This is an optimization exercise on Yosys and OpenROAD, whose aim is small area and a short achievable clock period, not a production implementation. Where RTL was checked, it was by simulation tests only, not by an equivalence proof against the original. Function not checked in runs 6 and 7: the RTL went through the layout flow alone. Power figures rest on the tool's default switching activity, not on a simulated workload.

==> flow/design.v <==
package fifo_flags_pkg;
  localparam int DEFAULT_WIDTH = 8;
  localparam int DEFAULT_NUM   = 256;
  function automatic int cnt_bits(input int num);
    cnt_bits = $clog2(num + 1);
  endfunction
  function automatic int ptr_bits(input int num);
    ptr_bits = (num < 2) ? 1 : $clog2(num);
  endfunction
endpackage
module fifo_g_sel8 (
  input  logic [7:0] s,
  input  logic [7:0] d,
  output logic       y
);
  assign y = |(s & d);
endmodule
module fifo_g_nor2 (
  input  logic a, b,
  output logic y
);
  assign y = ~(a | b);
endmodule
module fifo_g_nand2 (
  input  logic a, b,
  output logic y
);
  assign y = ~(a & b);
endmodule
module fifo_g_and2 (
  input  logic a, b,
  output logic y
);
  assign y = a & b;
endmodule
module fifo_g_mux2i (
  input  logic a0, a1, s,
  output logic y
);
  assign y = ~(s ? a1 : a0);
endmodule
module fifo_ptr_wrap (
  input  logic [255:0] sel,
  input  logic [255:0] d,
  output logic         yn
);
  logic [31:0] p;    
  logic [15:0] q;    
  logic [7:0]  r;    
  logic [3:0]  s;    
  logic [1:0]  t;    
  for (genvar i = 0; i < 32; i++) begin : g_p
    fifo_g_sel8 u (.s(sel[8*i +: 8]), .d(d[8*i +: 8]), .y(p[i]));
  end
  for (genvar i = 0; i < 16; i++) begin : g_q
    fifo_g_nor2 u (.a(p[2*i]), .b(p[2*i+1]), .y(q[i]));
  end
  for (genvar i = 0; i < 8; i++) begin : g_r
    fifo_g_nand2 u (.a(q[2*i]), .b(q[2*i+1]), .y(r[i]));
  end
  for (genvar i = 0; i < 4; i++) begin : g_s
    fifo_g_nor2 u (.a(r[2*i]), .b(r[2*i+1]), .y(s[i]));
  end
  for (genvar i = 0; i < 2; i++) begin : g_t
    fifo_g_nand2 u (.a(s[2*i]), .b(s[2*i+1]), .y(t[i]));
  end
  fifo_g_nor2 u_y (.a(t[0]), .b(t[1]), .y(yn));
endmodule
module fifo_cnt_next #(
  parameter int CW       = 9,
  parameter int NUM      = 256,
  parameter int AF_LEVEL = 252,
  parameter int AE_LEVEL = 4
) (
  input  logic [CW-1:0] count,
  output logic [CW-1:0] up,
  output logic [CW-1:0] dn,
  output logic          c_m1,        
  output logic          c_le_ae_m1,  
  output logic          c_ae,        
  output logic          c_ae_p1,     
  output logic          c_af_m1,     
  output logic          c_af,        
  output logic          c_ge_af_p1   
);
  assign up         = count + CW'(1);
  assign dn         = count - CW'(1);
  assign c_m1       = (count == CW'(NUM - 1));
  assign c_le_ae_m1 = (count <= CW'(AE_LEVEL - 1));
  assign c_ae       = (count == CW'(AE_LEVEL));
  assign c_ae_p1    = (count == CW'(AE_LEVEL + 1));
  assign c_af_m1    = (count == CW'(AF_LEVEL - 1));
  assign c_af       = (count == CW'(AF_LEVEL));
  assign c_ge_af_p1 = (count >= CW'(AF_LEVEL + 1));
endmodule
module fifo_pv_next (
  input  logic write_strobe,
  input  logic read_strobe,
  input  logic data_available,
  input  logic full,
  input  logic c_1,
  output logic pv_next
);
  assign pv_next = write_strobe & data_available & (~full | read_strobe) & ~(read_strobe & c_1);
endmodule
module fifo_head_next (
  input  logic sr_n,
  input  logic alt,
  input  logic ld_sr,
  output logic y
);
  assign y = ld_sr ? ~sr_n : alt;
endmodule
module fifo_flags #(
  parameter int WIDTH    = fifo_flags_pkg::DEFAULT_WIDTH,
  parameter int NUM      = fifo_flags_pkg::DEFAULT_NUM,
  parameter int AF_LEVEL = NUM - 4,
  parameter int AE_LEVEL = 4
) (
  input  logic                     clk,
  input  logic                     reset_n,
  input  logic [WIDTH-1:0]         write_data,
  input  logic                     write_strobe,
  input  logic                     read_strobe,
  output logic [WIDTH-1:0]         read_data,
  output logic                     data_available,
  output logic                     full,
  output logic                     almost_full,
  output logic                     almost_empty,
  output logic [fifo_flags_pkg::cnt_bits(NUM)-1:0] count,
  output logic                     overflow,
  output logic                     underflow,
  input  logic                     err_clear
);
  localparam int CW = fifo_flags_pkg::cnt_bits(NUM);
  localparam int PW = fifo_flags_pkg::ptr_bits(NUM);
  localparam int SD = NUM - 1;             
  localparam int HW = 1 << (PW / 2);       
  localparam int LW = 1 << (PW - PW / 2);  
  logic [WIDTH-1:0] sr [SD];
  logic [WIDTH-1:0] head;
  logic [WIDTH-1:0] pend;
  logic             pend_v;
  localparam int NEN = 2 * WIDTH;           
  localparam int SEG = (SD + 1) / 2;        
  logic [NEN-1:0]   sr_en;
  logic [HW-1:0]    ra_hi;
  logic [LW-1:0]    ra_lo;
  logic             sr_empty;    
  logic [CW-1:0] cnt_up, cnt_dn;
  logic c_m1, c_le_ae_m1, c_ae, c_ae_p1, c_af_m1, c_af, c_ge_af_p1;
  fifo_cnt_next #(.CW(CW), .NUM(NUM), .AF_LEVEL(AF_LEVEL), .AE_LEVEL(AE_LEVEL)) u_cnt (
    .count      (count),
    .up         (cnt_up),
    .dn         (cnt_dn),
    .c_m1       (c_m1),
    .c_le_ae_m1 (c_le_ae_m1),
    .c_ae       (c_ae),
    .c_ae_p1    (c_ae_p1),
    .c_af_m1    (c_af_m1),
    .c_af       (c_af),
    .c_ge_af_p1 (c_ge_af_p1)
  );
  logic c_0, c_1;
  assign c_0 = ~data_available;
  assign c_1 = data_available & sr_empty & ~pend_v;
  logic rd_acc, wr_acc, inc, dec;
  assign rd_acc = read_strobe & data_available;
  assign wr_acc = write_strobe & (~full | read_strobe);
  assign inc    = wr_acc & ~rd_acc;
  assign dec    = rd_acc & ~wr_acc;
  always_ff @(posedge clk) begin
    pend <= write_data;
    for (int b = 0; b < WIDTH; b++) begin
      if (sr_en[2*b]) sr[0][b] <= pend[b];
      for (int i = 1; i < SD; i++) begin
        if (sr_en[2*b + i / SEG]) sr[i][b] <= sr[i-1][b];
      end
    end
  end
  logic [HW*LW-1:0] rsel;
  logic [WIDTH-1:0] sr_out_n;
  for (genvar i = 0; i < HW * LW; i++) begin : g_sel
    fifo_g_and2 u_dec (.a(ra_hi[i / LW]), .b(ra_lo[i % LW]), .y(rsel[i]));
  end
  for (genvar b = 0; b < WIDTH; b++) begin : g_bit
    logic [HW*LW-1:0] d;
    for (genvar i = 0; i < HW * LW; i++) begin : g_ent
      if (i < SD) begin : g_used
        assign d[i] = sr[i][b];
      end else begin : g_unused
        assign d[i] = 1'b0;
      end
    end
    fifo_ptr_wrap u_rd (.sel(rsel), .d(d), .yn(sr_out_n[b]));
  end
  logic             ld_wd, ld_sr, ld_p;
  logic [WIDTH-1:0] alt, head_d;
  assign ld_wd   = (c_0 & write_strobe) | (c_1 & read_strobe);
  assign ld_sr   = read_strobe & ~sr_empty;
  assign ld_p    = read_strobe & sr_empty & pend_v;
  assign alt     = ld_wd ? write_data : (ld_p ? pend : head);
  for (genvar b = 0; b < WIDTH; b++) begin : g_head
    fifo_head_next u_mux (.sr_n(sr_out_n[b]), .alt(alt[b]), .ld_sr(ld_sr), .y(head_d[b]));
  end
  always_ff @(posedge clk) begin
    head <= head_d;
  end
  assign read_data = head;
  logic [NEN:0] pv_next;
  for (genvar k = 0; k <= NEN; k++) begin : g_pv
    fifo_pv_next u_pv (
      .write_strobe   (write_strobe),
      .read_strobe    (read_strobe),
      .data_available (data_available),
      .full           (full),
      .c_1            (c_1),
      .pv_next        (pv_next[k])
    );
  end
  always_ff @(posedge clk or negedge reset_n) begin
    if (!reset_n) begin
      pend_v   <= 1'b0;
      sr_en    <= '0;
      ra_hi    <= HW'(1) << (HW - 1);
      ra_lo    <= LW'(1) << (LW - 1);
      sr_empty <= 1'b1;
    end else begin
      pend_v <= pv_next[NEN];
      sr_en  <= pv_next[NEN-1:0];
      if (pend_v & ~read_strobe) begin
        ra_lo    <= {ra_lo[LW-2:0], ra_lo[LW-1]};
        if (ra_lo[LW-1]) ra_hi <= {ra_hi[HW-2:0], ra_hi[HW-1]};
        sr_empty <= 1'b0;
      end else if (~pend_v & read_strobe & ~sr_empty) begin
        ra_lo    <= {ra_lo[0], ra_lo[LW-1:1]};
        if (ra_lo[0]) ra_hi <= {ra_hi[0], ra_hi[HW-1:1]};
        sr_empty <= ra_hi[0] & ra_lo[0];
      end
    end
  end
  always_ff @(posedge clk or negedge reset_n) begin
    if (!reset_n) begin
      count          <= '0;
      data_available <= 1'b0;
      full           <= 1'b0;
      almost_full    <= 1'b0;
      almost_empty   <= 1'b1;
    end else begin
      if (inc) count <= cnt_up;
      else if (dec) count <= cnt_dn;
      data_available <= ~(~write_strobe & (c_0 | (c_1 & read_strobe)));
      full           <= (full & ~dec) | (c_m1 & inc);
      almost_full    <= c_ge_af_p1 | (c_af & ~dec) | (c_af_m1 & inc);
      almost_empty   <= c_le_ae_m1 | (c_ae & ~inc) | (c_ae_p1 & dec);
    end
  end
  always_ff @(posedge clk or negedge reset_n) begin
    if (!reset_n) begin
      overflow  <= 1'b0;
      underflow <= 1'b0;
    end else if (err_clear) begin
      overflow  <= 1'b0;
      underflow <= 1'b0;
    end else begin
      if (write_strobe & ~wr_acc) overflow  <= 1'b1;
      if (read_strobe & ~rd_acc)  underflow <= 1'b1;
    end
  end
endmodule
==> flow/run.sh <==
#!/bin/bash
# synth_recipe.tcl (not shown) runs the flow's synth.tcl, then flattens the netlist and writes it again
# the make line also repeats each setting of config.mk as NAME=value (left out here)
make -C /OpenROAD-flow-scripts/flow DESIGN_CONFIG=/design/flow/config.mk WORK_HOME=/design/flow/orfs CLKGATE_MAP_FILE= SYNTH_SCRIPT=/design/flow/synth_recipe.tcl finish
==> flow/config.mk <==
export PLATFORM = sky130hd
export DESIGN_NAME = fifo_flags
export DESIGN_NICKNAME = fifo_flags
export VERILOG_FILES = /design/flow/design.v
export SDC_FILE = /design/flow/constraint.sdc
export NUM_CORES = 4
export LEC_CHECK = 0
export ABC_CLOCK_PERIOD_IN_PS = 2000
export CAP_MARGIN = 20
export CORE_MARGIN = 2
export CORE_UTILIZATION = 50
export CTS_CLUSTER_DIAMETER = 150
export CTS_CLUSTER_SIZE = 30
export SETUP_SLACK_MARGIN = 3.2
export SLEW_MARGIN = 20
export SYNTH_HIERARCHICAL = 1
export TNS_END_PERCENT = 5
==> flow/constraint.sdc <==
create_clock -name core_clock -period 5.5 [get_ports {clk}]
set_input_delay 1.1000 -clock core_clock [delete_from_list [all_inputs] [get_ports {clk}]]
set_output_delay 1.1000 -clock core_clock [all_outputs]
set_load 0.01 [all_outputs]
==> metrics.cfg, run 1 <==
[sta]
rsz0062_at_grt = true
clock_skew_ns = 0.0254
min_period_over_period_pct = 44.8
slew_headroom_pct = 25.8
max_freq_mhz = 406
min_period_ns = 2.46
setup_viol = 0
hold_viol_final = 0
worst_slew_pin_slew_ns = 1.11
setup_tns_ns = 0
final-max-slew-violation-count = 0

[worst_setup_path]
path_max_fanout = 2
critical_path.cell_chain = clkdlybuf4s15_2
arrival_ns = 1.36
cp-start-kind = flop
required_ns = 4.40
cp_top_family = flip-flops
cp_slowest_stage_delay_ns = 0.39
critPathSlowestCell = dfxtp_1
end_kind = output pin
criticalPathCategory = reg2out
path_buf_inv = 1

[final_layout]
syn_to_final_growth_pct = 9.75
drive_gt1_share_pct = 15.3
finalNetCount = 4411
fin_area_um2 = 84700
num-fill-cells = 11900
stdcell_count = 6480

[clock_tree]
cts_root_buf = clkbuf_16
clkLatencyLatePin_ns = 0.73
clk_pin_slew_ns = 0.11
cts_buffer_depth = 3
cts_tree = done
cts.sinks = 2121
numCtsBuffers = 80
h-tree-depth = 3
cts_hold_buf = 0

[power]
pwr-share-seq_pct = 68.8
power.density_nw_per_um2 = 311
p_switching_mw = 5.35
p_sw_share_pct = 20.3
peakVddDrop_mv = 0.255
combinationalPowerShare_pct = 2.6
p_clk_share_pct = 28.6
p_leak_nw = 22.9
internal_power_mw = 21.0

[logic_synthesis]
syn-cell-area_um2 = 77200
avgSynthCellArea_um2 = 18.5
synth_cell_types = 46
synth_edf_count = 2040
async_flop_share_pct = 3.06
synth_seq_cells = 2121
yosys_warnings = 8
synthCells = 4179
yosysSeqAreaShare_pct = 81.9
synth-main-ff-cell = edfxtp_1

[floorplanning]
initial_core_util_pct = 50.2
io_pins = 36
die_h_um = 397
fp-row-count = 144
die_x_um = 397
die-area_um2 = 158000
fp.coreArea_um2 = 154000

[drt]
wl_per_cell_um = 28.2
viasPerCell = 6.36
drc = 0
drtIter0Drc = 4943
vias = 41200
dr.pass1.iters = 6
detail-route-antenna-nets = 0
drt_wl_total_um = 183000

[grt]
grt_max_degree = 79
grt_pass1_vias = 40200
grt_pass1_wl_um = 268000
grt-ovfl-total = 0
antenna_found_initial = 7
grt_usage_pct = 22.7

[outcome]
run_status = no timing/DRC/antenna violations

[job]
max-cap-violations = 0

[min_path]
min_path_type = reg2reg

[placed_design]
gp_congestion = 0.842
portBuffers = 35
placed_cell_area_um2 = 80400
dp_cells = 6287
hpwlAfterDp_um = 116000

-- power by group through the flow --
stage | logic [mW] | clock network [mW] | registers (mW)
2_1_floorplan | 0.256 | 0 | 18.6
3_3_place_gp | 0.556 | 0 | 18.5
3_5_place_dp | 0.571 | 0 | 18.6
4_1_cts | 0.686 | 7.77 | 18.1
5_1_grt | 0.753 | 8.25 | 18.2
6_report | 0.683 | 7.54 | 18.1
-- timing repair --
action	in CTS	in global routing
setup endpoints to repair	276	338
gates resized for setup	556	69
pin swaps	87	43
cloned	3	0
setup buffers	59	5
-- cell families after synthesis --
group                    after synthesis  synth area share (%)
AO/OA/AOI/OAI                       1074                  10.4
XOR/XNOR                              12                 0.136
adder cells (fa/ha/maj)                6                0.0972
buffers and inverters                 42                 0.267
flip-flops                          2121                  81.9
multiplexers                          90                  1.30
other                                  1               0.00486
AND/OR/NAND/NOR                      833                  5.89
-- per-layer routing --
metal  GRT usage (%)  up-vias  routed length (um)
met1            34.2    21300               78900
met5               0        -                   0
met4            4.96        0                4230
met2            35.2     1752               85200
li1                -    17900                   -
met3            3.78      223               14200
-- placed cells by master, fill, tap and decap left out, types with 38 or more instances in the layout --
master,n
mux2_2,42
buf_4,74
nand4_1,258
and2_2,84
nand2_2,39
nor2_4,40
a22oi_1,992
nor2_2,61
nor2_1,77
nand2_1,56
and2_1,101
edfxtp_1,2040
mux2i_1,38
and2_4,73
clkbuf_16,85
-- worst paths after layout --
kind	startpoint	endpoint	slack (ns)	cells past startpoint
min in group asynchronous	reset_n	count[1]	0.46	1
max in group asynchronous	reset_n	ra_lo[0]	4.30	1
hold reg to reg	pend[7]	sr[0][7]	0.44	0
setup / recovery	head[1]	read_data[1]	3.04	1
hold / removal	pend[7]	sr[0][7]	0.44	0
setup reg to reg	ra_lo[13]	head[6]	3.05	11
-- state kept, by name, summed over array words and instances, names as in the netlist --
signal and flops:
pend_v 1, sr_en 16, ra_lo 16, almost_empty 1
underflow 1, ra_hi 16, full 1, overflow 1
pend 8, count 9, data_available 1, sr_empty 1
almost_full 1, head 8, sr 2040
-- Yosys stat by module, one instance, submodules excluded, a selection --
module	copies in the design	cells	flip-flops and latches	area, um2
fifo_g_nand2	80	1	0	3.75
fifo_g_nor2	168	1	0	3.75
fifo_g_and2	256	1	0	6.26
fifo_pv_next	17	2	0	16.3
fifo_head_next	8	2	0	13.8
fifo_flags	1	2284	2121	64600
fifo_g_sel8	256	5	0	36.3
-- Yosys cell counts, types with 2 or more instances --
cell type	instances	area share, %
nor2_1	178	0.87
dfrtp_1	61	2.0
a31oi_1	2	0.016
mux2_2	42	0.61
a21o_1	12	0.12
a22o_1	14	0.16
nand2_1	102	0.50
nand2b_1	2	0.016
clkbuf_1	5	0.024
buf_4	2	0.019
dfxtp_1	16	0.41
buf_2	9	0.058
a22oi_1	1024	10
and4b_1	2	0.026
edfxtp_1	2040	79
mux2i_1	38	0.49
nor4_1	2	0.016
xor2_1	7	0.079
a221o_1	2	0.026
mux2_4	10	0.19
nand3_1	5	0.032
inv_1	22	0.11
xnor2_1	5	0.057
and3_1	18	0.15
o21ai_0	16	0.10
dfstp_2	4	0.14
and2_1	258	2.1
ha_1	6	0.097
nand4_1	258	2.1
-- final cells by class --
cell class / count / area (um2) / area share (%)
Sequential cell: 2121 / 63400 / 74.8
Multi-Input combinational cell: 2023 / 14900 / 17.6
Tap cell: 2044 / 2560 / 3.02
Clock buffer: 118 / 2250 / 2.66
Timing Repair Buffer: 144 / 1550 / 1.83
Inverter: 22 / 82.6 / 0.0975
Clock inverter: 3 / 28.8 / 0.0340
Antenna cell: 5 / 12.5 / 0.0148
-- stage by stage --
step	util [%]	hold slack (ns)	setup WS [ns]	power [mW]
2_1_floorplan	-	0.404	2.15	18.8
3_3_place_gp	52.3	0.409	2.04	19.1
3_5_place_dp	52.3	0.416	1.99	19.1
4_1_cts	55.0	0.442	2.98	26.6
5_1_grt	55.1	0.462	2.97	27.2
6_report	55.1	0.440	3.04	26.4
==> run 2: changes to the inputs <==
--- a/flow/config.mk
+++ b/flow/config.mk
@@ -10,6 +10,6 @@
 export CORE_MARGIN = 2
 export CORE_UTILIZATION = 50
-export CTS_CLUSTER_DIAMETER = 150
-export CTS_CLUSTER_SIZE = 30
+export CTS_CLUSTER_DIAMETER = 60
+export CTS_CLUSTER_SIZE = 24
 export SETUP_SLACK_MARGIN = 3.2
 export SLEW_MARGIN = 20
==> metrics.cfg, run 2 <==
[final_layout]
largest_reg_flops = 2040
fin_area_um2 = 87500
drive_gt1_share_pct = 19.5
finish.utilization_pct = 57.0
syn_to_final_growth_pct = 13.4
layout_commonest_cell = edfxtp_1
stdcell_count = 6608
top_register = sr
finalNetCount = 4472
layout_common_cells = edfxtp_1 (2040), a22oi_1 (976), nand4_1 (258)

[logic_synthesis]
synth_top_cell_area_share_pct = 79.3
synthTopCellsByArea = edfxtp_1 (79%), a22oi_1 (10%), and2_1 (2.1%)
synth.most_common_cell = edfxtp_1
async_flop_share_pct = 3.06
yosys_warnings = 8
synth_cell_types = 46
yosys.area.top_type = edfxtp_1
synth_seq_cells = 2121
synth-main-ff-cell = edfxtp_1
avgSynthCellArea_um2 = 18.5
synth_edf_count = 2040
synth_common_cells = edfxtp_1 (2040), a22oi_1 (1024), and2_1 (258), nand4_1 (258), nor2_1 (178)
yosysSeqAreaShare_pct = 81.9
synthCells = 4179
syn-cell-area_um2 = 77200

[drt]
drt_wl_total_um = 185000
detail-route-antenna-nets = 0
viasPerCell = 6.32
vias = 41800
drtIter0Drc = 4775
dr.pass1.iters = 6
wl_per_cell_um = 27.9
drc = 0

[worst_setup_path]
cp_top_family = flip-flops
cp_slowest_stage_delay_ns = 0.38
r2r-end = head[6]
cp-start-kind = flop
reg2reg_from = ra_lo[10]
critPathSlowestCell = dfxtp_2
arrival_ns = 1.39
path_buf_inv = 1
end_kind = output pin
reg2reg_depth = 10
path_max_fanout = 2
reg2reg_setup_slack_ns = 3.06
required_ns = 4.40
criticalPathCategory = reg2out
critical_path.cell_chain = clkdlybuf4s15_2

[clock_tree]
clkLatencyLatePin_ns = 0.79
cts_root_buf = clkbuf_16
h-tree-depth = 4
numCtsBuffers = 136
clk_pin_slew_ns = 0.09
cts.sinks = 2121
cts_tree = done
cts_buffer_depth = 3

[min_path]
hold_depth = 0
hp-start = sr[158][6]
min_path_type = reg2reg
whs_endpoint = sr[159][6]

[power]
peakVddDrop_mv = 0.310
p_leak_nw = 24.1
power.density_nw_per_um2 = 341

[placed_design]
hpwlAfterDp_um = 116000
placed_cell_area_um2 = 80400
portBuffers = 35
dp_cells = 6287
gp_congestion = 0.842

[sta]
rsz0062_at_grt = true
hold_viol_final = 0
setup_tns_ns = 0
worst_slew_pin_slew_ns = 1.12
setup_viol = 0
final-max-slew-violation-count = 0
max_freq_mhz = 401
clock_skew_ns = 0.0340
min_period_ns = 2.49
whs_ns = 0.435
slew_headroom_pct = 25.2
min_period_over_period_pct = 45.3

[grt]
grt-ovfl-total = 0
grt_pass1_vias = 40700
grt_usage_pct = 23.0
grt_max_degree = 79
antenna_found_initial = 6
grt_pass1_wl_um = 271000

[floorplanning]
io_pins = 36
fp-row-count = 144
fp.coreArea_um2 = 154000
die_x_um = 397
die_h_um = 397
initial_core_util_pct = 50.2
die-area_um2 = 158000

[outcome]
run_status = no timing/DRC/antenna violations

[job]
max-cap-violations = 0

==> run 2: cell counts after synthesis <==
No cell type changed its count.
==> run 2: final cells by class <==
| class | instances | area (um2) |
|---|---|---|
| Sequential cell | 2121 | 63400 |
| Timing Repair Buffer | 149 | 1780 |
| Tap cell | 2044 | 2560 |
| Multi-Input combinational cell | 2023 | 15100 |
| Clock inverter | 91 | 1040 |
| Fill cell | 11500 | 66100 |
| Inverter | 22 | 82.6 |
| Antenna cell | 7 | 17.5 |
| Clock buffer | 151 | 3630 |
==> run 2: worst max path at each step <==
stage	cells after the start	end	from
global route	1	almost_empty	almost_empty
global placement	5	head[7]	write_strobe
finish	1	read_data[2]	head[2]
detailed placement	5	head[6]	write_strobe
floorplan	0	sr[128][0]	sr_en[1]
CTS	1	almost_empty	almost_empty
==> run 2: what timing repair did <==
action                                  CTS  global route
endpoints found under the setup margin  276           337
hold buffers                              0             0
gates resized for setup                 543           193
pin swaps                                82            81
cloned                                    3             1
endpoints found under the hold margin     0             0
setup buffers                            65             3
==> run 2: cells by family (layout without fill, tap and decap cells) <==
kind of cell             Yosys count  in the layout  share of synthesized area (%)
AO/OA/AOI/OAI                   1074           1074                           10.4
adder cells (fa/ha/maj)            6              6                         0.0972
other                              1             15                        0.00486
flip-flops                      2121           2121                           81.9
buffers and inverters             42            413                          0.267
multiplexers                      90             90                           1.30
AND/OR/NAND/NOR                  833            833                           5.89
XOR/XNOR                          12             12                          0.136
==> run 2: layer usage <==
metal	vias up	GRT usage, %	routed length (um)
li1	18200	-	-
met1	21500	34.4	79500
met2	1821	35.1	85600
met3	276	4.19	14700
met4	0	6.30	4750
met5	-	0	0
==> run 2: power by group <==
part	internal (mW)	switching, mW	total [mW]	leakage, nW
Sequential	17.9	0.249	18.1	15.9
Clock	5.34	5.70	11.0	2.25
Combinational	0.230	0.462	0.692	6.02
==> run 2: Yosys stat by module (local to each module, per instance), excerpt <==
module | times used | area (um2)
fifo_g_nand2 | 80 | 3.75
fifo_g_nor2 | 168 | 3.75
fifo_pv_next | 17 | 16.3
fifo_flags | 1 | 64600
fifo_g_and2 | 256 | 6.26
fifo_head_next | 8 | 13.8
==> run 2: stage by stage <==
step           setup WS [ns]  power (mW)
2_1_floorplan           2.15        18.8
4_1_cts                 2.96        30.1
3_3_place_gp            2.04        19.1
6_report                3.01        29.9
3_5_place_dp            1.99        19.1
5_1_grt                 2.96        30.8
==> run 3: changes to the inputs <==
--- a/flow/config.mk
+++ b/flow/config.mk
@@ -10,8 +10,8 @@
 export CORE_MARGIN = 2
 export CORE_UTILIZATION = 50
-export CTS_CLUSTER_DIAMETER = 60
-export CTS_CLUSTER_SIZE = 24
+export CTS_CLUSTER_DIAMETER = 100
+export CTS_CLUSTER_SIZE = 30
 export SETUP_SLACK_MARGIN = 3.2
 export SLEW_MARGIN = 20
 export SYNTH_HIERARCHICAL = 1
-export TNS_END_PERCENT = 5
+export TNS_END_PERCENT = 20
==> metrics.cfg, run 3 <==
[sta]
max_freq_mhz = 404
worst_slew_pin_slew_ns = 1.03
setup_viol = 0
min_period_over_period_pct = 45.0
setup_tns_ns = 0
fin_ws_ns = 3.03
clock_skew_ns = 0.0303
final-max-slew-violation-count = 0
rsz0062_at_grt = true
slew_headroom_pct = 31.3
min_period_ns = 2.47
hold_viol_final = 0

[drt]
wl_per_cell_um = 28.2
dr.pass1.iters = 5
detail-route-antenna-nets = 0
drtIter0Drc = 4748
drt_wl_total_um = 183000
vias = 41300
viasPerCell = 6.36
drc = 0

[clock_tree]
clk_pin_slew_ns = 0.12
h-tree-depth = 3
clkLatencyLatePin_ns = 0.73
numCtsBuffers = 81
cts.sinks = 2121
cts_tree = done
cts_hold_buf = 0
cts_root_buf = clkbuf_16
cts_buffer_depth = 3

[grt]
grt-ovfl-total = 0
grt_max_degree = 79
grt_pass1_vias = 40200
grt_usage_pct = 22.8
antenna_found_initial = 7
grt_pass1_wl_um = 268000

[job]
max-cap-violations = 0

[logic_synthesis]
synth_seq_cells = 2121
synthCells = 4179
async_flop_share_pct = 3.06
synth.most_common_cell = edfxtp_1
synth_top_cell_area_share_pct = 79.3
yosys_warnings = 8
synth-main-ff-cell = edfxtp_1
synth_cell_types = 46
avgSynthCellArea_um2 = 18.5
yosys.area.top_type = edfxtp_1
synth_common_cells = edfxtp_1 (2040), a22oi_1 (1024), and2_1 (258), nand4_1 (258), nor2_1 (178)
yosysSeqAreaShare_pct = 81.9
syn-cell-area_um2 = 77200
synthTopCellsByArea = edfxtp_1 (79%), a22oi_1 (10%), and2_1 (2.1%)
synth_edf_count = 2040

[power]
p_leak_nw = 23.0
total_power_mw = 26.4
power.density_nw_per_um2 = 310
peakVddDrop_mv = 0.231

[placed_design]
gp_congestion = 0.842
placed_cell_area_um2 = 80400
hpwlAfterDp_um = 116000
dp_slack_ns = 1.99
portBuffers = 35

[floorplanning]
fp-row-count = 144
die_x_um = 397
die_h_um = 397
die-area_um2 = 158000
fp.coreArea_um2 = 154000
initial_core_util_pct = 50.2
io_pins = 36

[final_layout]
finalNetCount = 4420
largest_reg_flops = 2040
syn_to_final_growth_pct = 10.2
top_register = sr
fin_area_um2 = 85100
drive_gt1_share_pct = 16.6
layout_commonest_cell = edfxtp_1
layout_common_cells = edfxtp_1 (2040), a22oi_1 (975), nand4_1 (258)
num-fill-cells = 11800

[worst_setup_path]
end_kind = flop
required_ns = 6.11
path_max_fanout = 8
cp_slowest_stage_delay_ns = 0.51
reg2reg_depth = 12
criticalPathCategory = reg2reg
critical_path.cell_chain = buf_12 -> buf_12 -> and2_4 -> buf_4 -> a22oi_2 -> nand4_1 -> nor2_2 -> nand2_2 -> nor2_4 -> nand2_4 -> nor2_4 -> mux2i_1
reg2reg_setup_slack_ns = 3.03
r2r-end = head[6]
critPathSlowestCell = dfrtp_4
reg2reg_from = ra_lo[10]
cp-start-kind = flop
arrival_ns = 3.08

[outcome]
run_status = no timing/DRC/antenna violations

[min_path]
hp-start = sr[18][2]
min_path_type = reg2reg
whs_endpoint = sr[19][2]
hold_depth = 0

-- run 3: cell counts after synthesis --
No cell type changed its count.
-- run 3: cells by family after synthesis --
group,share of synthesized area [%]
DFF,81.9
AOI/OAI and AO/OA,10.4
and+or+nand+nor,5.89
muxes,1.30
buffers and inverters,0.267
xor gates and xnor gates,0.136
adders and majority gates,0.0972
other,0.00486
-- run 3: what timing repair did --
action | 4_1_cts | 5_1_grt
cloned | 3 | 1
setup endpoints to repair | 276 | 321
pin swaps | 97 | 83
buffers inserted | 61 | 10
resized for setup | 585 | 130
-- run 3: layout make-up --
type	instances	area (um2)	area share [%]
sequential	2121	63400	74.5
timing repair buffer	152	1710	2.01
clock inverter	6	67.6	0.0794
antenna	9	22.5	0.0265
clock buffer	115	2240	2.63
multi-input combinational	2023	15000	17.7
tap	2044	2560	3.01
inverter	22	82.6	0.0971
-- run 3: Yosys stat by module (local to each module, per instance), excerpt --
module          times used  cells inside
fifo_flags               1          2284
fifo_g_nor2            168             1
fifo_g_and2            256             1
fifo_head_next           8             2
fifo_pv_next            17             2
fifo_g_sel8            256             5
fifo_g_nand2            80             1
-- run 3: where the power goes --
part,total [mW],switching (mW),internal (mW)
clock network,7.57,4.67,2.90
registers,18.1,0.251,17.9
logic,0.697,0.457,0.240
-- run 3: per-layer routing --
layer / vias to the layer above / track usage [%] / part of all wire, %
met2: 1749 / 34.8 / 46
met3: 238 / 3.86 / 7.8
met1: 21400 / 34.2 / 43
met5: - / 0 / 0.014
met4: 4 / 5.75 / 2.5
li1: 17900 / - / -
-- run 3: worst max-delay path by stage --
| stage | depth (start not counted) | slack [ns] | startpoint | to |
|---|---|---|---|---|
| after floorplan | 0 | 2.15 | sr_en[1] | sr[128][0] |
| after detailed placement | 5 | 1.99 | write_strobe | head[6] |
| after global routing | 1 | 2.98 | almost_empty | almost_empty |
| after global placement | 5 | 2.04 | write_strobe | head[7] |
| after CTS | 1 | 3.00 | almost_empty | almost_empty |
| final | 12 | 3.03 | ra_lo[10] | head[6] |
-- run 3: worst max-delay path: cells and delay by family, from the launching register on --
family / cells / cell delay (ns)
AO/OA/AOI/OAI: 1 / 0.15
buffers and inverters: 3 / 0.47
flip-flops: 1 / 0.51
multiplexers: 1 / 0.09
AND/OR/NAND/NOR: 7 / 1.12
-- run 3: per-stage QoR --
step                      cells  hold slack (ns)  utilization [%]
final                      6492            0.435             55.4
after global routing       6483            0.456             55.3
after CTS                  6472            0.440             55.0
after detailed placement   6287            0.416             52.3
after global placement     6287            0.409             52.3
after floorplan            4186            0.404                -
==> run 4: changes to the inputs <==
--- a/flow/config.mk
+++ b/flow/config.mk
@@ -12,4 +12,5 @@
 export CTS_CLUSTER_DIAMETER = 100
 export CTS_CLUSTER_SIZE = 30
+export GPL_ROUTABILITY_DRIVEN = 0
 export SETUP_SLACK_MARGIN = 3.2
 export SLEW_MARGIN = 20
==> metrics.cfg, run 4 <==
[final_layout]
finalNetCount = 4420
fin_area_um2 = 85100
finish.utilization_pct = 55.4
largest_reg_flops = 2040
top_register = sr
layout_commonest_cell = edfxtp_1
layout_common_cells = edfxtp_1 (2040), a22oi_1 (975), nand4_1 (258)
num-fill-cells = 11800
syn_to_final_growth_pct = 10.2
drive_gt1_share_pct = 16.6

[sta]
worst_slew_pin_slew_ns = 1.03
slew_headroom_pct = 31.3
final-max-slew-violation-count = 0
setup_tns_ns = 0
setup_viol = 0
hold_viol_final = 0
max_freq_mhz = 404
rsz0062_at_grt = true
min_period_over_period_pct = 45.0
clock_skew_ns = 0.0303
min_period_ns = 2.47

[grt]
grt_pass1_wl_um = 268000
antenna_found_initial = 7
grt_max_degree = 79
grt_pass1_vias = 40200
grt-ovfl-total = 0
grt_usage_pct = 22.8

[worst_setup_path]
cp_slowest_stage_delay_ns = 0.51
reg2reg_depth = 12
r2r-end = head[6]
path_max_fanout = 8
required_ns = 6.11
critPathSlowestCell = dfrtp_4
reg2reg_setup_slack_ns = 3.03
critical_path.cell_chain = buf_12 -> buf_12 -> and2_4 -> buf_4 -> a22oi_2 -> nand4_1 -> nor2_2 -> nand2_2 -> nor2_4 -> nand2_4 -> nor2_4 -> mux2i_1
cp-start-kind = flop
arrival_ns = 3.08
criticalPathCategory = reg2reg
reg2reg_from = ra_lo[10]
end_kind = flop

[clock_tree]
cts.sinks = 2121
h-tree-depth = 3
cts_tree = done
clk_pin_slew_ns = 0.12
numCtsBuffers = 81
cts_root_buf = clkbuf_16
cts_buffer_depth = 3
clkLatencyLatePin_ns = 0.73

[placed_design]
hpwlAfterDp_um = 116000
placed_cell_area_um2 = 80400
portBuffers = 35

[min_path]
hold_depth = 0
min_path_type = reg2reg
hp-start = sr[18][2]
whs_endpoint = sr[19][2]

[logic_synthesis]
yosys.area.top_type = edfxtp_1
yosysSeqAreaShare_pct = 81.9
synth_seq_cells = 2121
yosys_warnings = 8
synth_top_cell_area_share_pct = 79.3
synthCells = 4179
synth-main-ff-cell = edfxtp_1
synth.most_common_cell = edfxtp_1
synthTopCellsByArea = edfxtp_1 (79%), a22oi_1 (10%), and2_1 (2.1%)
syn-cell-area_um2 = 77200
synth_common_cells = edfxtp_1 (2040), a22oi_1 (1024), and2_1 (258), nand4_1 (258), nor2_1 (178)
async_flop_share_pct = 3.06
avgSynthCellArea_um2 = 18.5
synth_edf_count = 2040
synth_cell_types = 46

[power]
power.density_nw_per_um2 = 310
peakVddDrop_mv = 0.231
p_leak_nw = 23.0

[floorplanning]
die_x_um = 397
die_h_um = 397
initial_core_util_pct = 50.2
fp-row-count = 144
fp.coreArea_um2 = 154000
die-area_um2 = 158000
io_pins = 36

[drt]
drtIter0Drc = 4748
detail-route-antenna-nets = 0
wl_per_cell_um = 28.2
drc = 0
viasPerCell = 6.36
vias = 41300
dr.pass1.iters = 5
drt_wl_total_um = 183000

[outcome]
run_status = no timing/DRC/antenna violations

[job]
max-cap-violations = 0

-- run 4: cell counts in the layout (fill, tap and decap cells not counted) --
No cell type changed its count.
-- run 4: worst max path at each step --
stage	cells after the start	startpoint	to
floorplan	0	sr_en[1]	sr[128][0]
global placement	5	write_strobe	head[7]
detailed placement	5	write_strobe	head[6]
CTS	1	almost_empty	almost_empty
global route	1	almost_empty	almost_empty
finish	12	ra_lo[10]	head[6]
-- run 4: critical path: cells and delay by family (launching register included) --
kind | cells | cell delay, ns
DFF | 1 | 0.51
AOI/OAI and AO/OA | 1 | 0.15
buffers and inverters | 3 | 0.47
and+or+nand+nor | 7 | 1.12
muxes | 1 | 0.09
-- run 4: logic make-up (layout without fill, tap and decap cells) --
logic type	after synthesis	count (layout)	synth area share [%]
AO/OA/AOI/OAI	1074	1074	10.4
buffers and inverters	42	295	0.267
other	1	17	0.00486
flip-flops	2121	2121	81.9
adder cells (fa/ha/maj)	6	6	0.0972
multiplexers	90	90	1.30
AND/OR/NAND/NOR	833	833	5.89
XOR/XNOR	12	12	0.136
-- run 4: per-module statistics from Yosys, one instance, submodules excluded, excerpt --
module          area (um2)  copies in the design  flops+latches
fifo_flags           64600                     1           2121
fifo_g_sel8           36.3                   256              0
fifo_g_nand2          3.75                    80              0
fifo_g_nor2           3.75                   168              0
fifo_g_and2           6.26                   256              0
fifo_head_next        13.8                     8              0
fifo_pv_next          16.3                    17              0
-- run 4: through the flow --
stage | worst slack (ns) | cells | hold slack (ns) | total power, mW
after floorplan | 2.15 | 4186 | 0.404 | 18.8
after global placement | 2.04 | 6287 | 0.409 | 19.1
after detailed placement | 1.99 | 6287 | 0.416 | 19.1
after CTS | 3.00 | 6472 | 0.440 | 26.6
after global routing | 2.98 | 6483 | 0.456 | 27.2
final | 3.03 | 6492 | 0.435 | 26.4
-- run 4: cell type report --
| type | instances | area (um2) | share of cell area [%] |
|---|---|---|---|
| Antenna cell | 9 | 22.5 | 0.0265 |
| Clock buffer | 115 | 2240 | 2.63 |
| Clock inverter | 6 | 67.6 | 0.0794 |
| Inverter | 22 | 82.6 | 0.0971 |
| Multi-Input combinational cell | 2023 | 15000 | 17.7 |
| Sequential cell | 2121 | 63400 | 74.5 |
| Tap cell | 2044 | 2560 | 3.01 |
| Timing Repair Buffer | 152 | 1710 | 2.01 |
-- run 4: metal layers --
layer	vias to the layer above	global-route usage (%)	share of wire [%]
met5	-	0	0.014
li1	17900	-	-
met1	21400	34.2	43
met4	4	5.75	2.5
met3	238	3.86	7.8
met2	1749	34.8	46
-- run 4: power by group --
part	internal [mW]	switching (mW)
Clock	2.90	4.67
Combinational	0.240	0.457
Sequential	17.9	0.251
-- run 4: what timing repair did --
action,4_1_cts,5_1_grt
resized for setup,585,130
pin swaps,97,83
gates cloned,3,1
endpoints found under the hold margin,0,0
hold buffers,0,0
setup endpoints to repair,276,321
setup buffers,61,10
==> run 5: changes to the inputs <==
==> flow/flow/run.sh (new file) <==
#!/bin/bash
# Standard layout, with two changes to how ORFS sizes cells:
#  - port buffers are made with buf_4 instead of the library's smallest buffer (a delay cell),
#  - timing repair may change a cell to any of its function, not only to the same footprint.
# make's full output goes to flow_make.log in this folder; ORFS's per-step logs are under orfs/logs.
set -euo pipefail
bash standard.sh MATCH_CELL_FOOTPRINT=0 "BUFFER_PORTS_ARGS=-buffer_cell sky130_fd_sc_hd__buf_4" finish > flow_make.log 2>&1
==> flow/standard.sh (new file) <==
#!/bin/bash
# synth_recipe.tcl (not shown) runs the flow's synth.tcl, then flattens the netlist and writes it again
# the make line also repeats each setting of config.mk as NAME=value (left out here)
make -C /OpenROAD-flow-scripts/flow DESIGN_CONFIG=/design/flow/config.mk WORK_HOME=/design/flow/orfs CLKGATE_MAP_FILE= SYNTH_SCRIPT=/design/flow/synth_recipe.tcl "${@:-finish}"
--- a/flow/config.mk
+++ b/flow/config.mk
@@ -12,7 +12,6 @@
 export CTS_CLUSTER_DIAMETER = 100
 export CTS_CLUSTER_SIZE = 30
-export GPL_ROUTABILITY_DRIVEN = 0
 export SETUP_SLACK_MARGIN = 3.2
 export SLEW_MARGIN = 20
 export SYNTH_HIERARCHICAL = 1
-export TNS_END_PERCENT = 20
+export TNS_END_PERCENT = 5
removed: flow/run.sh
==> metrics.cfg, run 5 <==
[worst_setup_path]
critPathSlowestCell = a32oi_4
reg2reg_from = data_available
critical_path.cell_chain = buf_4 -> nand2_1 -> inv_1 -> a32oi_4 -> mux2_2 -> inv_1 -> mux2i_1
cp_slowest_stage_delay_ns = 0.63
cp_top_family = compound AO/OA/AOI/OAI gates
cp-start-kind = input pin
end_kind = flop
worst-path-stages = 7
path_max_fanout = 30
required_ns = 6.09
criticalPathCategory = in2reg
arrival_ns = 3.09
path_buf_inv = 3
crit_top_cell = inv_1
cp-startpoint = read_strobe
reg2reg_depth = 7

[placed_design]
dp_cells = 6279
gp_congestion = 0.845
portBuffers = 35
hpwlAfterDp_um = 118000
dp_slack_ns = 1.99

[sta]
fin_ws_ns = 3.00
min_period_ns = 2.50
rsz0062_at_grt = true
slew_headroom_pct = 26.2
setup_tns_ns = 0
setup_viol = 0
hold_viol_final = 0
clock_skew_ns = 0.0456
max_freq_mhz = 400
final-max-slew-violation-count = 0
worst_slew_pin_slew_ns = 1.11
min_period_over_period_pct = 45.5

[logic_synthesis]
synth-main-ff-cell = edfxtp_1
yosys_warnings = 8
async_flop_share_pct = 3.06
synthMuxAreaShare_pct = 1.30
synth_top_cell_area_share_pct = 79.3
yosys.area.top_type = edfxtp_1
synthTopCellsByArea = edfxtp_1 (79%), a22oi_1 (10%), and2_1 (2.1%)
synth_cell_types = 46
synth_top_family_by_area = compound AO/OA/AOI/OAI gates
yosysSeqAreaShare_pct = 81.9
synth_seq_cells = 2121
synthCells = 4179
synth_common_cells = edfxtp_1 (2040), a22oi_1 (1024), and2_1 (258), nand4_1 (258), nor2_1 (178)
synth_compound_area_share_pct = 10.4
syn-cell-area_um2 = 77200
avgSynthCellArea_um2 = 18.5
synth.most_common_cell = edfxtp_1
synth-xor-area-share_pct = 0.136
synth_fa_ha_area_share_pct = 0.0972
synth_edf_count = 2040
synthSimpleGateAreaFrac_pct = 5.89

[drt]
wl_per_cell_um = 29.5
drtIter0Drc = 5170
detail-route-antenna-nets = 0
dr.pass1.iters = 6
viasPerCell = 6.41
vias = 41600
drt_wl_total_um = 191000
drc = 0

[final_layout]
layout_commonest_cell = edfxtp_1
syn_to_final_growth_pct = 10.1
layout_common_cells = edfxtp_1 (2040), a22oi_1 (984), nand4_1 (258)
drive_gt1_share_pct = 17.1
top_register = sr
stdcell_count = 6489
finalNetCount = 4414
largest_reg_flops = 2040

[clock_tree]
clk_pin_slew_ns = 0.12
cts.sinks = 2121
cts_root_buf = clkbuf_16
clkLatencyLatePin_ns = 0.74
numCtsBuffers = 80
h-tree-depth = 3
cts_hold_buf = 0
cts_buffer_depth = 3
cts_tree = done

[power]
p_clk_share_pct = 28.6
p_leak_nw = 23.0
internal_power_mw = 21.0
power.density_nw_per_um2 = 310
pwr-share-seq_pct = 68.8
combinationalPowerShare_pct = 2.6
peakVddDrop_mv = 0.251
total_power_mw = 26.3
p_sw_share_pct = 20.3
p_switching_mw = 5.35

[floorplanning]
die-area_um2 = 158000
die_x_um = 397
fp.coreArea_um2 = 154000
die_h_um = 397
io_pins = 36
fp-row-count = 144
initial_core_util_pct = 50.2

[job]
max-cap-violations = 0

[grt]
grt_pass1_wl_um = 276000
grt-ovfl-total = 0
antenna_found_initial = 5
grt_max_degree = 103
grt_pass1_vias = 40200
grt_usage_pct = 23.7

[outcome]
run_status = no timing/DRC/antenna violations

[min_path]
min_path_type = in2async

## run 5: kinds of logic after synthesis
kind of cell    Yosys count
fa+ha+maj                 6
simple gates            833
compound gates         1074
other cells               1
flops                  2121
mux                      90
buf+inv                  42
xor+xnor                 12
## run 5: worst reg2reg max path, cell delays in order (launching register included)
cell	delay, ns
dfrtp_2	0.46
buf_4	0.16
nand2_1	0.08
inv_1	0.09
a32oi_4	0.63
mux2_2	0.46
inv_1	0.28
mux2i_1	0.14
## run 5: path summary, 6_finish.rpt
| path | to | slack, ns |
|---|---|---|
| min reg2reg | sr[126][6] | 0.44 |
| max | head[3] | 3.00 |
| min | overflow | 0.44 |
| max in group asynchronous | ra_hi[13] | 4.36 |
| max reg2reg | head[3] | 3.06 |
| min in group core_clock | sr[126][6] | 0.44 |
## run 5: through the flow
step	util, %	hold slack (ns)	area [um2]
detailed placement	52.3	0.413	80300
floorplan	-	0.404	77200
global placement	52.3	0.407	80300
global route	55.3	0.432	85000
CTS	55.0	0.420	84500
finish	55.3	0.440	85000
## run 5: metal layers
layer	GRT usage [%]	part of all wire, %	vias to the layer above
met5	0	0.0068	-
met4	6.97	3.1	2
met3	3.17	8.0	251
li1	-	-	17900
met2	36.5	47	1983
met1	35.7	42	21400
## run 5: modules after synthesis (local to each module, per instance), excerpt
module	copies in the design	area, um2	flip-flops and latches	cells inside
fifo_g_nand2	80	3.75	0	1
fifo_pv_next	17	16.3	0	2
fifo_flags	1	64600	2121	2284
fifo_head_next	8	13.8	0	2
fifo_g_and2	256	6.26	0	1
fifo_g_sel8	256	36.3	0	5
fifo_g_nor2	168	3.75	0	1
## run 5: what timing repair did
item / 4_1_cts / 5_1_grt
buffers inserted: 65 / 12
gates resized for setup: 522 / 159
cloned: 0 / 0
pin swaps: 87 / 74
endpoints found under the setup margin: 266 / 213
## run 5: power by group through the flow
stage               Clock [mW]  Combinational [mW]  Sequential (mW)
floorplan                    0               0.256             18.6
global placement             0               0.542             18.5
detailed placement           0               0.560             18.5
CTS                       7.72               0.669             18.1
global route              8.21               0.755             18.1
finish                    7.51               0.686             18.1
## run 5: area by class of cell
cell class                 instances  area [um2]
antenna                            4        10.0
clock buffer                     123        2230
clock inverter                     5        40.0
fill                           11800       68700
inverter                          22        82.6
multi-input combinational       2023       15100
sequential                      2121       63400
tap                             2044        2560
timing repair buffer             147        1670
==> run 6: changes to the inputs <==
--- a/flow/design.v
+++ b/flow/design.v
@@ -94,5 +94,5 @@
   assign c_ge_af_p1 = (count >= CW'(AF_LEVEL + 1));
 endmodule
-module fifo_pv_next (
+module fifo_wr_sr (
   input  logic write_strobe,
   input  logic read_strobe,
@@ -100,7 +100,7 @@
   input  logic full,
   input  logic c_1,
-  output logic pv_next
-);
-  assign pv_next = write_strobe & data_available & (~full | read_strobe) & ~(read_strobe & c_1);
+  output logic en
+);
+  assign en = write_strobe & data_available & (read_strobe ? ~c_1 : ~full);
 endmodule
 module fifo_head_next (
@@ -140,6 +140,4 @@
   logic [WIDTH-1:0] sr [SD];
   logic [WIDTH-1:0] head;
-  logic [WIDTH-1:0] pend;
-  logic             pend_v;
   localparam int NEN = 2 * WIDTH;           
   localparam int SEG = (SD + 1) / 2;        
@@ -164,5 +162,5 @@
   logic c_0, c_1;
   assign c_0 = ~data_available;
-  assign c_1 = data_available & sr_empty & ~pend_v;
+  assign c_1 = data_available & sr_empty;
   logic rd_acc, wr_acc, inc, dec;
   assign rd_acc = read_strobe & data_available;
@@ -171,7 +169,6 @@
   assign dec    = rd_acc & ~wr_acc;
   always_ff @(posedge clk) begin
-    pend <= write_data;
     for (int b = 0; b < WIDTH; b++) begin
-      if (sr_en[2*b]) sr[0][b] <= pend[b];
+      if (sr_en[2*b]) sr[0][b] <= write_data[b];
       for (int i = 1; i < SD; i++) begin
         if (sr_en[2*b + i / SEG]) sr[i][b] <= sr[i-1][b];
@@ -195,10 +192,9 @@
     fifo_ptr_wrap u_rd (.sel(rsel), .d(d), .yn(sr_out_n[b]));
   end
-  logic             ld_wd, ld_sr, ld_p;
+  logic             ld_wd, ld_sr;
   logic [WIDTH-1:0] alt, head_d;
   assign ld_wd   = (c_0 & write_strobe) | (c_1 & read_strobe);
   assign ld_sr   = read_strobe & ~sr_empty;
-  assign ld_p    = read_strobe & sr_empty & pend_v;
-  assign alt     = ld_wd ? write_data : (ld_p ? pend : head);
+  assign alt     = ld_wd ? write_data : head;
   for (genvar b = 0; b < WIDTH; b++) begin : g_head
     fifo_head_next u_mux (.sr_n(sr_out_n[b]), .alt(alt[b]), .ld_sr(ld_sr), .y(head_d[b]));
@@ -208,7 +204,6 @@
   end
   assign read_data = head;
-  logic [NEN:0] pv_next;
-  for (genvar k = 0; k <= NEN; k++) begin : g_pv
-    fifo_pv_next u_pv (
+  for (genvar k = 0; k < NEN; k++) begin : g_en
+    fifo_wr_sr u_en (
       .write_strobe   (write_strobe),
       .read_strobe    (read_strobe),
@@ -216,22 +211,18 @@
       .full           (full),
       .c_1            (c_1),
-      .pv_next        (pv_next[k])
+      .en             (sr_en[k])
     );
   end
   always_ff @(posedge clk or negedge reset_n) begin
     if (!reset_n) begin
-      pend_v   <= 1'b0;
-      sr_en    <= '0;
       ra_hi    <= HW'(1) << (HW - 1);
       ra_lo    <= LW'(1) << (LW - 1);
       sr_empty <= 1'b1;
     end else begin
-      pend_v <= pv_next[NEN];
-      sr_en  <= pv_next[NEN-1:0];
-      if (pend_v & ~read_strobe) begin
+      if (~read_strobe & write_strobe & data_available & ~full) begin
         ra_lo    <= {ra_lo[LW-2:0], ra_lo[LW-1]};
         if (ra_lo[LW-1]) ra_hi <= {ra_hi[HW-2:0], ra_hi[HW-1]};
         sr_empty <= 1'b0;
-      end else if (~pend_v & read_strobe & ~sr_empty) begin
+      end else if (read_strobe & ~write_strobe & ~sr_empty) begin
         ra_lo    <= {ra_lo[0], ra_lo[LW-1:1]};
         if (ra_lo[0]) ra_hi <= {ra_hi[0], ra_hi[HW-1:1]};
==> flow/run.sh (new file) <==
#!/bin/bash
# synth_recipe.tcl (not shown) runs the flow's synth.tcl, then flattens the netlist and writes it again
# the make line also repeats each setting of config.mk as NAME=value (left out here)
make -C /OpenROAD-flow-scripts/flow DESIGN_CONFIG=/design/flow/config.mk WORK_HOME=/design/flow/orfs CLKGATE_MAP_FILE= SYNTH_SCRIPT=/design/flow/synth_recipe.tcl finish
removed: flow/flow/run.sh
removed: flow/standard.sh
==> metrics.cfg, run 6 <==
[worst_setup_path]
criticalPathCategory = reg2reg
arrival_ns = 2.89
cp_top_family = simple AND/OR/NAND/NOR gates
cp-start-kind = flop
critical_path.cell_chain = buf_12 -> and2_2 -> mux2i_1 -> and3_4 -> buf_16
path_max_fanout = 73
end_kind = flop
path_buf_inv = 2
required_ns = 5.86
cp_slowest_stage_delay_ns = 0.44
critPathSlowestCell = dfrtp_2

[logic_synthesis]
synth_cell_types = 49
synthTopCellsByArea = edfxtp_1 (80%), a22oi_1 (10%), and2_1 (2.1%)
synth_top_cell_area_share_pct = 80.2
synth.most_common_cell = edfxtp_1
async_flop_share_pct = 2.29
yosys.area.top_type = edfxtp_1
synthCells = 4169
synth_seq_cells = 2096
yosysSeqAreaShare_pct = 82.0
syn-cell-area_um2 = 76400
synth_edf_count = 2040
avgSynthCellArea_um2 = 18.3
synth_common_cells = edfxtp_1 (2040), a22oi_1 (1024), and2_1 (258), nand4_1 (258), nor2_1 (194)
yosys_warnings = 8
synth-main-ff-cell = edfxtp_1

[final_layout]
stdcell_count = 6519
layout_common_cells = edfxtp_1 (2040), a22oi_1 (1018), nand4_1 (258)
multi_input_area_um2 = 14500
layout_commonest_cell = edfxtp_1
num-fill-cells = 11700
syn_to_final_growth_pct = 10.3
finish.utilization_pct = 55.5
fin_area_um2 = 84300
finalNetCount = 4458
largest_reg_flops = 2040
top_register = sr
drive_gt1_share_pct = 14.3
seqCellArea_um2 = 62700
largestRegisters = sr x2040, ra_hi x16, ra_lo x16

[floorplanning]
initial_core_util_pct = 50.3
fp.coreArea_um2 = 152000
die-area_um2 = 156000
die_h_um = 395
fp-row-count = 143
io_pins = 36
die_x_um = 395

[power]
internal_power_mw = 27.4
power.density_nw_per_um2 = 504
peakVddDrop_mv = 0.323
p_sw_share_pct = 35.5
combinationalPowerShare_pct = 34.7
p_switching_mw = 15.1
pwr-share-seq_pct = 47.4
p_clk_share_pct = 17.8
p_leak_nw = 22.7

[drt]
drc = 0
top_layer_used = met5
wl_met1_um = 80200
wl_per_cell_um = 28.9
vias = 41600
wl_met3_um = 15600
detail-route-antenna-nets = 0
viasPerCell = 6.38
dr.pass1.iters = 6
drt_wl_total_um = 188000
drtIter0Drc = 5404
wl_met2_um = 87700

[grt]
grt_pass1_vias = 40500
grt_pass1_wl_um = 275000
grt_usage_pct = 23.7
antenna_found_initial = 6
grt-ovfl-total = 0
grt_max_degree = 128

[clock_tree]
clkLatencyLatePin_ns = 0.74
h-tree-depth = 3
cts.sinks = 2096
cts_root_buf = clkbuf_16
clk_pin_slew_ns = 0.12
cts_hold_buf = 0
cts_tree = done
numCtsBuffers = 80
cts_buffer_depth = 3

[sta]
final-max-slew-violation-count = 0
min_period_ns = 2.54
min_period_over_period_pct = 46.2
clock_skew_ns = 0.0551
worst_slew_pin_slew_ns = 0.964
hold_viol_final = 0
setup_viol = 0
rsz0062_at_grt = true
setup_tns_ns = 0
slew_headroom_pct = 35.4
max_freq_mhz = 394

[placed_design]
gp_congestion = 0.854
hpwlAfterDp_um = 118000
portBuffers = 35
dp_cells = 6282
placed_cell_area_um2 = 80000

[min_path]
min_path_type = reg2reg

[job]
max-cap-violations = 0

[outcome]
run_status = no timing/DRC/antenna violations

## run 6: cell count changes in the layout (fill, tap and decap cells not counted), moves of 22 or more
| cell | change |
|---|---|
| and2_1 | +37 |
| mux2_2 | -34 |
| nand2_1 | +22 |
| nor2_1 | +59 |
| dfrtp_4 | -24 |
| a22oi_2 | -34 |
| and2_4 | -56 |
| nor2_4 | -26 |
| a21oi_1 | +32 |
| a22oi_1 | +34 |
## run 6: area by class of cell
type                            count  share of cell area [%]
Antenna cell                        2                 0.00594
Multi-Input combinational cell   2049                    17.2
Sequential cell                  2096                    74.4
Clock inverter                      6                   0.107
Clock buffer                      124                    2.67
Timing Repair Buffer              190                    2.52
Tap cell                         2030                    3.01
Inverter                           22                  0.0980
## run 6: timing repair
item | CTS | global route
gates resized for setup | 528 | 23
cloned | 8 | 5
setup endpoints to repair | 2116 | 1583
pin swaps | 64 | 2
buffers inserted | 79 | 13
## run 6: kinds of logic (layout without fill, tap and decap cells)
family                     Yosys count  count (layout)  share of synthesized area, %
other                                1              10                       0.00491
muxes                               41              41                         0.550
adders and majority gates            6               6                        0.0983
AOI/OAI and AO/OA                 1093            1093                          10.7
and+or+nand+nor                    877             889                          6.24
buffers and inverters               43             342                         0.285
xor gates and xnor gates            12              12                         0.138
DFF                               2096            2096                          82.0
## run 6: layer usage
layer	up-vias	GRT usage [%]
li1	18000	-
met1	21500	35.3
met2	1854	36.7
met3	229	3.82
met4	4	6.13
met5	-	0
## run 6: worst paths after layout
path                           startpoint    endpoint  slack, ns  cells after the start
setup / recovery           data_available   sr[28][3]       2.96                      5
hold / removal                 sr[221][5]  sr[222][5]       0.44                      0
setup reg to reg           data_available   sr[28][3]       2.96                      5
hold reg to reg                sr[221][5]  sr[222][5]       0.44                      0
max in group asynchronous         reset_n    ra_hi[1]       4.43                      2
min in group asynchronous         reset_n        full       0.47                      2
## run 6: stage by stage
stage | hold slack [ns] | power [mW] | worst slack [ns]
finish | 0.437 | 42.4 | 2.96
global route | 0.443 | 44.3 | 2.90
CTS | 0.441 | 42.5 | 2.90
detailed placement | 0.433 | 33.6 | 1.49
global placement | 0.427 | 33.4 | 1.56
floorplan | 0.427 | 28.3 | 2.80
## run 6: power by group through the flow
stage	Sequential [mW]	Clock, mW	Combinational, mW
floorplan	20.2	0	8.15
global placement	20.8	0	12.6
detailed placement	20.8	0	12.7
CTS	20.1	7.79	14.6
global route	20.3	8.28	15.7
finish	20.1	7.58	14.7
## run 6: per-module statistics from Yosys, one instance, submodules excluded, a selection
module / flops+latches / copies in the design / cell area, um2 / cells
fifo_g_and2: 0 / 256 / 6.26 / 1
fifo_g_sel8: 0 / 256 / 36.3 / 5
fifo_g_nand2: 0 / 80 / 3.75 / 1
fifo_flags: 2096 / 1 / 63800 / 2276
fifo_wr_sr: 0 / 16 / 16.3 / 2
fifo_g_nor2: 0 / 168 / 3.75 / 1
fifo_head_next: 0 / 8 / 13.8 / 2
==> run 7: changes to the inputs <==
--- a/flow/config.mk
+++ b/flow/config.mk
@@ -12,5 +12,5 @@
 export CTS_CLUSTER_DIAMETER = 100
 export CTS_CLUSTER_SIZE = 30
-export SETUP_SLACK_MARGIN = 3.2
+export SETUP_SLACK_MARGIN = 3.4
 export SLEW_MARGIN = 20
 export SYNTH_HIERARCHICAL = 1
==> metrics.cfg, run 7 <==
[outcome]
run_status = no timing/DRC/antenna violations

[clock_tree]
clk_pin_slew_ns = 0.12
numCtsBuffers = 80
cts.sinks = 2096
h-tree-depth = 3
cts_root_buf = clkbuf_16
cts_tree = done
cts_hold_buf = 0
clkLatencyLatePin_ns = 0.74
cts_buffer_depth = 3

[worst_setup_path]
cp-start-kind = flop
required_ns = 5.85
path_max_fanout = 73
r2r-end = sr[28][3]
end_kind = flop
criticalPathCategory = reg2reg
cp-startpoint = data_available
reg2reg_depth = 5
reg2reg_from = data_available
reg2reg_setup_slack_ns = 2.91
arrival_ns = 2.94

[power]
total_power_mw = 42.6
p_leak_nw = 22.7
peakVddDrop_mv = 0.329
combinationalPowerShare_pct = 34.8
pwr-share-seq_pct = 47.3
p_switching_mw = 15.1
p_sw_share_pct = 35.6
p_clk_share_pct = 17.8
power.density_nw_per_um2 = 504
internal_power_mw = 27.4

[final_layout]
drive_gt1_share_pct = 14.7
fin_area_um2 = 84400
syn_to_final_growth_pct = 10.5
layout_commonest_cell = edfxtp_1
largestRegisters = sr x2040, ra_hi x16, ra_lo x16
top_register = sr
largest_reg_flops = 2040
layout_common_cells = edfxtp_1 (2040), a22oi_1 (1016), nand4_1 (258)
finalNetCount = 4461

[drt]
vias = 41700
drc = 0
drtIter0Drc = 5511
detail-route-antenna-nets = 0
dr.pass1.iters = 5
viasPerCell = 6.40
wl_per_cell_um = 29.0
drt_wl_total_um = 189000

[floorplanning]
fp-row-count = 143
initial_core_util_pct = 50.3
die_x_um = 395
fp.coreArea_um2 = 152000
die-area_um2 = 156000
io_pins = 36
die_h_um = 395

[logic_synthesis]
yosys_warnings = 8
yosysSeqAreaShare_pct = 82.0
avgSynthCellArea_um2 = 18.3
yosys.area.top_type = edfxtp_1
synth_top_cell_area_share_pct = 80.2
synthCells = 4169
async_flop_share_pct = 2.29
synth_common_cells = edfxtp_1 (2040), a22oi_1 (1024), and2_1 (258), nand4_1 (258), nor2_1 (194)
synth-main-ff-cell = edfxtp_1
synth_edf_count = 2040
synth.most_common_cell = edfxtp_1
synth_cell_types = 49
synth_seq_cells = 2096
synthTopCellsByArea = edfxtp_1 (80%), a22oi_1 (10%), and2_1 (2.1%)
syn-cell-area_um2 = 76400

[placed_design]
dp_slack_ns = 1.49
placed_cell_area_um2 = 80000
portBuffers = 35
gp_congestion = 0.854
hpwlAfterDp_um = 118000

[sta]
clock_skew_ns = 0.0580
setup_viol = 0
setup_tns_ns = 0
min_period_over_period_pct = 47.1
fin_ws_ns = 2.91
worst_slew_pin_slew_ns = 0.988
slew_headroom_pct = 33.8
hold_viol_final = 0
final-max-slew-violation-count = 0
rsz0062_at_grt = true
max_freq_mhz = 386
whs_ns = 0.434
min_period_ns = 2.59

[grt]
grt_usage_pct = 23.7
grt_pass1_wl_um = 275000
grt_pass1_vias = 40500
grt-ovfl-total = 0
antenna_found_initial = 6
grt_max_degree = 128

[min_path]
whs_endpoint = sr[222][5]
hold_depth = 0
hp-start = sr[221][5]
min_path_type = reg2reg

[job]
max-cap-violations = 0

## run 7: cell counts after synthesis
No cell type changed its count.
## run 7: worst max-delay path by stage
stage / to / slack, ns / cells after the start
floorplan: sr[0][0] / 2.80 / 2
global placement: sr[132][7] / 1.56 / 4
detailed placement: sr[129][7] / 1.49 / 4
CTS: data_available / 2.90 / 2
global route: sr[28][3] / 2.90 / 5
finish: sr[28][3] / 2.91 / 5
## run 7: layout make-up
class | instances | area (um2)
tap | 2030 | 2540
timing repair buffer | 193 | 2160
clock buffer | 124 | 2250
multi-input combinational | 2049 | 14500
inverter | 22 | 82.6
antenna | 6 | 15.0
fill | 11700 | 67500
sequential | 2096 | 62700
clock inverter | 6 | 90.1
## run 7: critical path, cell delays in order (launching register included)
cell and delay [ns]:
dfrtp_2 0.44, buf_12 0.14, and2_2 0.38, mux2i_1 0.36, and3_4 0.42, buf_16 0.35
## run 7: Yosys stat by module, one instance, submodules excluded, a selection
module	times used	flip-flops and latches
fifo_flags	1	2096
fifo_g_and2	256	0
fifo_g_nand2	80	0
fifo_g_nor2	168	0
fifo_g_sel8	256	0
fifo_head_next	8	0
fifo_wr_sr	16	0
## run 7: per-stage QoR
step	util (%)	cells
2_1_floorplan	-	4176
4_1_cts	55.4	6498
5_1_grt	55.5	6520
6_report	55.5	6526
3_3_place_gp	52.6	6282
3_5_place_dp	52.6	6282
## run 7: kinds of logic (layout without fill, tap and decap cells)
family | after synthesis | count (layout) | synth area share (%)
other cells | 1 | 14 | 0.00491
mux | 41 | 41 | 0.550
simple gates | 877 | 889 | 6.24
compound gates | 1093 | 1093 | 10.7
fa+ha+maj | 6 | 6 | 0.0983
buf+inv | 43 | 345 | 0.285
flops | 2096 | 2096 | 82.0
xor+xnor | 12 | 12 | 0.138
## run 7: what timing repair did
| item | CTS | global route |
|---|---|---|
| gates cloned | 9 | 5 |
| buffers inserted | 77 | 17 |
| pin swaps | 74 | 2 |
| setup endpoints to repair | 2116 | 2044 |
| gates resized for setup | 558 | 23 |
## run 7: power groups by stage
stage | clock (mW) | combinational, mW | sequential [mW]
global placement | 0 | 12.6 | 20.8
finish | 7.59 | 14.8 | 20.1
detailed placement | 0 | 12.7 | 20.8
global route | 8.28 | 15.8 | 20.3
CTS | 7.79 | 14.7 | 20.1
floorplan | 0 | 8.15 | 20.2
## run 7: routing by layer
| metal | track usage [%] | part of all wire, % | vias up |
|---|---|---|---|
| met1 | 35.4 | 43 | 21700 |
| li1 | - | - | 18000 |
| met5 | 0 | 0.014 | - |
| met3 | 3.84 | 8.0 | 231 |
| met4 | 6.15 | 2.6 | 4 |
| met2 | 36.7 | 46 | 1847 |

==> static timing again, ports no longer ideal <==
The flow's constraints put no driver on any port. The routed layouts listed below were extracted and timed again, unchanged, in two steps. Step 1 (the two cells are an assumption about what drives the block):
set clk [get_ports {clk}]
set_driving_cell -lib_cell sky130_fd_sc_hd__clkbuf_16 $clk
set_driving_cell -lib_cell sky130_fd_sc_hd__buf_2 [delete_from_list [all_inputs] $clk]
Step 2 also shifts input and output timing later by t, the mid clock arrival at the registers, as if the neighbouring blocks saw the same clock. Slacks: ideal ports / drivers / drivers and shift; pairs: ideal ports / drivers.
run | t, ns | setup slack, ns | worst setup path at the end
run 1 | 0.796 | 3.036 / 2.957 / 2.371 | input to register
run 2 | 0.855 | 3.009 / 2.926 / 2.353 | input to register
run 3 | 0.797 | 3.027 / 2.975 / 2.455 | input to register
run 4 | 0.797 | 3.027 / 2.975 / 2.455 | input to register
run 5 | 0.796 | 2.998 / 2.967 / 2.256 | input to register
run 6 | 0.799 | 2.962 / 2.879 / 2.290 | input to register
run 7 | 0.799 | 2.908 / 2.880 / 2.259 | input to register
After both steps every run listed still meets setup and hold. The setup slack of run 5, which loses most, moves by -0.031 ns with the drivers and by -0.742 ns with both steps.
